Source: an optimization exercise on an open RTL-to-GDS flow (aim: small area, a short achievable clock period and few clock cycles). Production flows keep margins and buffers that such runs may drop. At most, simulation tests tie the RTL to the original design; equivalence was not proved. Power and IR drop assume default switching activity.

// csr_nfa_top
module csr_nfa_top
(
	input logic clk,
	input logic reset,
	input csr_nfa_pkg::state_idx_t num_states,
	output logic char_ready,
	input logic char_valid,
	input csr_nfa_pkg::symbol_t char_a,
	input csr_nfa_pkg::symbol_t char_b,
	output logic rd_en,
	output csr_nfa_pkg::line_addr_t rd_addr,
	input csr_nfa_pkg::mem_line_t rd_data,
	output logic accept_a,
	output logic accept_b
);
==> flow/config.mk <==
export PLATFORM = sky130hd
export DESIGN_NAME = csr_nfa_top
export DESIGN_NICKNAME = csr_nfa_top
export VERILOG_FILES = /design/flow/design.v
export SDC_FILE = /design/flow/constraint.sdc
export NUM_CORES = 4
export LEC_CHECK = 0
export ABC_AREA = 0
export CAP_MARGIN = 35
export CELL_PAD_IN_SITES_DETAIL_PLACEMENT = 0
export CELL_PAD_IN_SITES_GLOBAL_PLACEMENT = 1
export CORE_MARGIN = 2
export CORE_UTILIZATION = 45
export CTS_CLUSTER_DIAMETER = 80
export CTS_CLUSTER_SIZE = 22
export SETUP_SLACK_MARGIN = 5
export SLEW_MARGIN = 35
==> flow/constraint.sdc <==
create_clock -name core_clock -period 10.0 [get_ports {clk}]
set_input_delay 2.0000 -clock core_clock [delete_from_list [all_inputs] [get_ports {clk}]]
set_output_delay 2.0000 -clock core_clock [all_outputs]
set_load 0.01 [all_outputs]
standard.sh (not shown) runs the stock make flow with config.mk's settings and CLKGATE_MAP_FILE= SYNTH_SCRIPT=/design/flow/synth_recipe.tcl, a recipe that flattens the netlist after the stock synthesis.
==> flow/flow/run.sh <==
#!/bin/bash
# The standard layout, with repair_timing aiming at a larger setup margin
# and plain buffers (instead of the default delay-cell buffers) on the ports
set -euo pipefail
bash standard.sh SETUP_SLACK_MARGIN=6.6 "BUFFER_PORTS_ARGS=-buffer_cell sky130_fd_sc_hd__buf_2" finish > standard_run.log 2>&1
Testbench counts at the start, summed over its fixed seeds: cycles 100,107.
Next try:
--- a/flow/design.v
+++ b/flow/design.v
@@ -38,52 +38,49 @@
 		begin
 			low_oh[i] = v[i] && !seen;
 			seen = seen || v[i];
 		end
 	endfunction
 	function automatic logic [4:0] enc17(input logic [NL-1:0] oh);
 		enc17 = '0;
 		for (int i = 0; i < NL; i++)
 			if (oh[i])
 				enc17 = enc17 | 5'(i);
 	endfunction
-	function automatic logic [PW-1:0] add_base(input logic [PW-1:0] p, input logic [6:0] b);
-		logic [7:0] lo;
-		logic [PW-8:0] hi1;
-		lo = {1'b0, p[6:0]} + {1'b0, b};
-		hi1 = p[PW-1:7] + 1'b1;
-		add_base = {lo[7] ? hi1 : p[PW-1:7], lo[6:0]};
-	endfunction
 	function automatic logic [NL-1:0] dec17(input logic [4:0] g);
 		for (int i = 0; i < NL; i++)
 			dec17[i] = (g == 5'(i));
 	endfunction
 	function automatic logic [NL-1:0] need_lines(input logic [NS-1:0] u);
 		logic [NS+4:0] ext;
 		ext = {4'b0, u, 1'b0};
 		for (int g = 0; g < NL; g++)
 			need_lines[g] = |ext[4*g +: 5];
 	endfunction
 	function automatic logic [3:0] line_flags(input logic [NS-1:0] u, input logic [NL-1:0] oh);
 		logic [NS+3:0] ext;
 		ext = {3'b0, u, 1'b0};
 		line_flags = '0;
 		for (int g = 0; g < NL; g++)
 			line_flags = line_flags | (ext[4*g +: 4] & {4{oh[g]}});
 	endfunction
+	logic [6:0] n_q;
 	logic [6:0] n1_q;
+	logic [6:0] n5_q;
 	logic [5:0] nm1_q;
 	always_ff @(posedge clk)
 		if (reset)
 		begin
+			n_q <= num_states[6:0];
 			n1_q <= num_states[6:0] + 7'd1;
+			n5_q <= num_states[6:0] + 7'd5;
 			nm1_q <= num_states[5:0] - 6'd1;
 		end
 	logic running;
 	logic quiet;
 	logic quiet_d;
 	csr_nfa_pkg::symbol_t ca_q;
 	csr_nfa_pkg::symbol_t cb_q;
 	logic [NS-1:0] cur_a;
 	logic [NS-1:0] cur_b;
 	logic [NS-1:0] nxt_a;
 	logic [NS-1:0] nxt_b;
@@ -94,23 +91,22 @@
 	logic ir_spec;
 	logic ir_edge;
 	logic [3:0] ir_la;
 	logic [3:0] ir_lb;
 	logic dt_ptr;
 	logic dt_spec;
 	logic dt_edge;
 	logic [3:0] dt_la;
 	logic [3:0] dt_lb;
 	logic spec_held;
 	logic [PW-1:0] hp [5];
-	logic [PW-1:0] raw3;
 	logic [3:0] heq;
 	logic [3:0] rem_a;
 	logic [3:0] rem_b;
 	logic [3:0] acc_pa;
 	logic [3:0] acc_pb;
 	logic s_busy;
 	logic ir_first;
 	logic [15:0] s_line;
 	logic [15:0] s_last;
 	logic [1:0] s_ll;
 	logic s_a;
@@ -155,23 +151,23 @@
 	logic [NL-1:0] low_new;
 	assign new_a = nxt_a | hit_a;
 	assign new_b = nxt_b | hit_b;
 	assign need_new = need_lines(new_a | new_b);
 	assign low_new = low_oh(need_new);
 	logic [PW-1:0] lane_p [4];
 	logic [3:0] p_eq;
 	always_comb
 	begin
 		for (int l = 0; l < 4; l++)
 			lane_p[l] = rd_data[128-1-32*l-14 -: PW];
-		p_eq[0] = (raw3 == lane_p[0]);
+		p_eq[0] = (hp[4] == lane_p[0]);
 		for (int l = 1; l < 4; l++)
 			p_eq[l] = (lane_p[l-1] == lane_p[l]);
 	end
 	logic spec_have;
 	logic [3:0] spec_eq;
 	assign spec_have = dt_spec || spec_held;
 	assign spec_eq = dt_spec ? p_eq : heq;
 	logic [3:0] rem;
 	logic [3:0] d_oh;
 	logic [PW-1:0] d_lo;
 	logic [PW-1:0] d_hi;
@@ -186,25 +182,25 @@
 	assign d_oh = rem & ~{rem[2:0] | {rem[1:0], 1'b0} | {rem[0], 2'b0}, 1'b0};
 	always_comb
 	begin
 		d_lo = '0;
 		d_hi = '0;
 		for (int i = 0; i < 4; i++)
 			if (d_oh[i])
 			begin
 				d_lo = hp[i];
 				d_hi = hp[i+1];
 			end
-		d_s = d_lo;
-		d_s4 = {d_lo[PW-1:2] + 16'd1, d_lo[1:0]};
-		d_lastw = d_hi - 1'b1;
+		d_s = d_lo + PW'(n1_q);
+		d_s4 = d_lo + PW'(n5_q);
+		d_lastw = d_hi + PW'(n_q);
 		for (int l = 0; l < 4; l++)
 			d_mask[l] = (2'(l) >= d_s[1:0]);
 		d_a = |(rem_a & d_oh);
 		d_b = |(rem_b & d_oh);
 	end
 	logic rem_single;
 	logic s_is_last;
 	logic hold_ok;
 	logic edge_ok;
 	logic ptr_issue;
 	logic spec_issue;
@@ -326,26 +322,25 @@
 		end
 	end
 	always_ff @(posedge clk)
 	begin
 		if (dt_ptr || dt_spec || reset)
 			s_inhold <= 1'b0;
 		else if (edge_go && !s_act)
 			s_inhold <= 1'b1;
 		if (dt_ptr || dt_spec)
 		begin
 			hp[0] <= hp[4];
-			raw3 <= lane_p[3];
 			for (int l = 0; l < 4; l++)
 			begin
-				hp[l+1] <= add_base(lane_p[l], n1_q);
+				hp[l+1] <= lane_p[l];
 			end
 			heq <= p_eq;
 		end
 	end
 	logic take;
 	assign take = running;
 	always_ff @(posedge clk)
 	begin
 		if (reset)
 		begin
 			rem_a <= '0;
Die area goes down by 3.5%.
Hold slack improves by 0.0030 ns.
Global-route usage climbs by 1.5 points.
Utilization went up by 2.0 points.
Final area stays flat.
Power increases by about 28%.
Wire length decreases by about 0.7%.
Setup slack is worse by 0.37 ns.
Cell count fell by 0.74%.
Sequential power grows by about 3%.
Via count came out lower by about 2.3%.
Count of clock-buffer cells in the layout rose by 7.
Clock power came out higher by about 3%.
The RTL of the second run of this note was laid out without a check of its function.

========
csr_nfa_top, a different RTL version from the one above (not shown whole).
For scale: about 560 flip-flops, roughly 190 I/O pins, about 29000 µm² of cells after synthesis.
export LEC_CHECK = 0
export ABC_AREA = 0
export CAP_MARGIN = 35
export CELL_PAD_IN_SITES_DETAIL_PLACEMENT = 0
export CELL_PAD_IN_SITES_GLOBAL_PLACEMENT = 1
export CORE_MARGIN = 2
export CORE_UTILIZATION = 45
export CTS_CLUSTER_DIAMETER = 80
export CTS_CLUSTER_SIZE = 22
export SETUP_SLACK_MARGIN = 5
export SLEW_MARGIN = 35
create_clock -name core_clock -period 10.0 [get_ports {clk}]
==> flow/flow/run.sh <==
#!/bin/bash
# The standard layout, with repair_timing aiming at a larger setup margin
set -euo pipefail
bash standard.sh SETUP_SLACK_MARGIN=6.6 finish > standard_run.log 2>&1
The baseline finished clean.
Then changed:
--- a/flow/design.v
+++ b/flow/design.v
@@ -218,22 +218,26 @@
 	logic s_act;
 	assign fl_last = ir_first && (ir_addr == s_last);
 	assign s_act = s_busy && !fl_last;
 	assign rem_single = (d_oh == rem);
 	assign s_is_last = (s_line == s_last);
 	assign hold_ok = (rem == '0) || (rem_single && (!s_act || s_is_last));
 	assign edge_ok = running;
 	assign cnt_a_nx = 8'(cnt_a) - 8'(cnt_a != '0) + 8'(acc_pa[0]) + 8'(acc_pa[1]) + 8'(acc_pa[2]) + 8'(acc_pa[3]);
 	assign cnt_b_nx = 8'(cnt_b) - 8'(cnt_b != '0) + 8'(acc_pb[0]) + 8'(acc_pb[1]) + 8'(acc_pb[2]) + 8'(acc_pb[3]);
 	assign quiet_next = running && !quiet && (pend == '0) && !ir_ptr && !ir_edge && !dt_ptr
-		&& (rem == '0) && !s_act && (cnt_a_nx == 8'd0) && (cnt_b_nx == 8'd0);
-	assign ptr_issue = !quiet && (pend != '0) && !dt_ptr && !dt_spec && hold_ok && !ir_ptr;
+		&& (rem == '0) && !s_act && (cnt_a <= 7'd1) && (acc_pa == '0) && (cnt_b <= 7'd1) && (acc_pb == '0);
+	logic [3:0] rem_next;
+	logic early_ok;
+	assign rem_next = (dt_la | dt_lb) & ~p_eq;
+	assign early_ok = (rem == '0) && ((rem_next & (rem_next - 4'd1)) == '0) && ((rem_next == '0) || !s_act || s_is_last);
+	assign ptr_issue = !quiet && (pend != '0) && !dt_spec && !ir_ptr && (dt_ptr ? early_ok : hold_ok);
 	assign spec_issue = running && !quiet && (pend == '0) && (rem == '0) && !s_act
 		&& !ir_ptr && !dt_ptr && !ir_spec && !dt_spec && !spec_held && need_new[0];
 	assign ptr_oh = low_oh(pend);
 	logic gap_empty;
 	logic [1:0] d_idx;
 	always_comb
 	begin
 		gap_empty = 1'b1;
 		d_idx = '0;
 		for (int k = 0; k < 4; k++)
Outcome: Worst setup slack gets worse by 0.95 ns. Power is higher by 12%. First-iteration DRC count is higher by 1.5%. Core utilization is higher by 1.5 points. Routed wire length is lower by 1.5%. Final cell count is higher by 0.58%. Die area is higher by 0.71%. Global-route usage is lower by 0.66 points. Clock-buffer cell count is lower by 2. Non-clock buffer count is higher by 21. Sequential power is higher by about 6%. Sequential cell count does not change. Critical path depth is higher by 4. Synthesized cell count hardly moves.
No run of this note included a check of the RTL's function; only the layout flow was run.

## re-timing with driven ports
The results above use ideal ports. As a check the final layouts listed here were re-extracted and re-timed, cells and wires unchanged.
Step 1 (the two cells are an assumption about what drives the block):
set clk [get_ports {clk}]
set_driving_cell -lib_cell sky130_fd_sc_hd__clkbuf_16 $clk
set_driving_cell -lib_cell sky130_fd_sc_hd__buf_2 [delete_from_list [all_inputs] $clk]
Step 2 also shifts input and output timing later by t, the mid clock arrival at the registers, as if the neighbouring blocks saw the same clock.
Three values: ideal, step 1, step 2; two values: the first two.
| run | shift t [ns] | slack for setup (ns) | hold slack, ns | pins driven straight from the clock port |
|---|---|---|---|---|
| the first run of note 1 | 0.651 | 6.461 / 6.461 / 6.003 | 0.460 / 0.460 / 0.460 | 1 |
| the second run of note 1 | 0.661 | 6.091 / 6.091 / 5.772 | 0.463 / 0.463 / 0.463 | 1 |
| the first run of note 2 | 0.656 | 6.028 / 6.028 / 5.773 | 0.455 / 0.455 / 0.455 | 1 |
| the second run of note 2 | 0.660 | 5.075 / 5.089 / 4.429 | 0.437 / 0.437 / 0.437 | 1 |
After both steps every run listed still meets setup and hold. For the second run of note 2, which loses most, drivers alone change the setup slack by +0.014 ns; drivers and shift together by -0.646 ns.
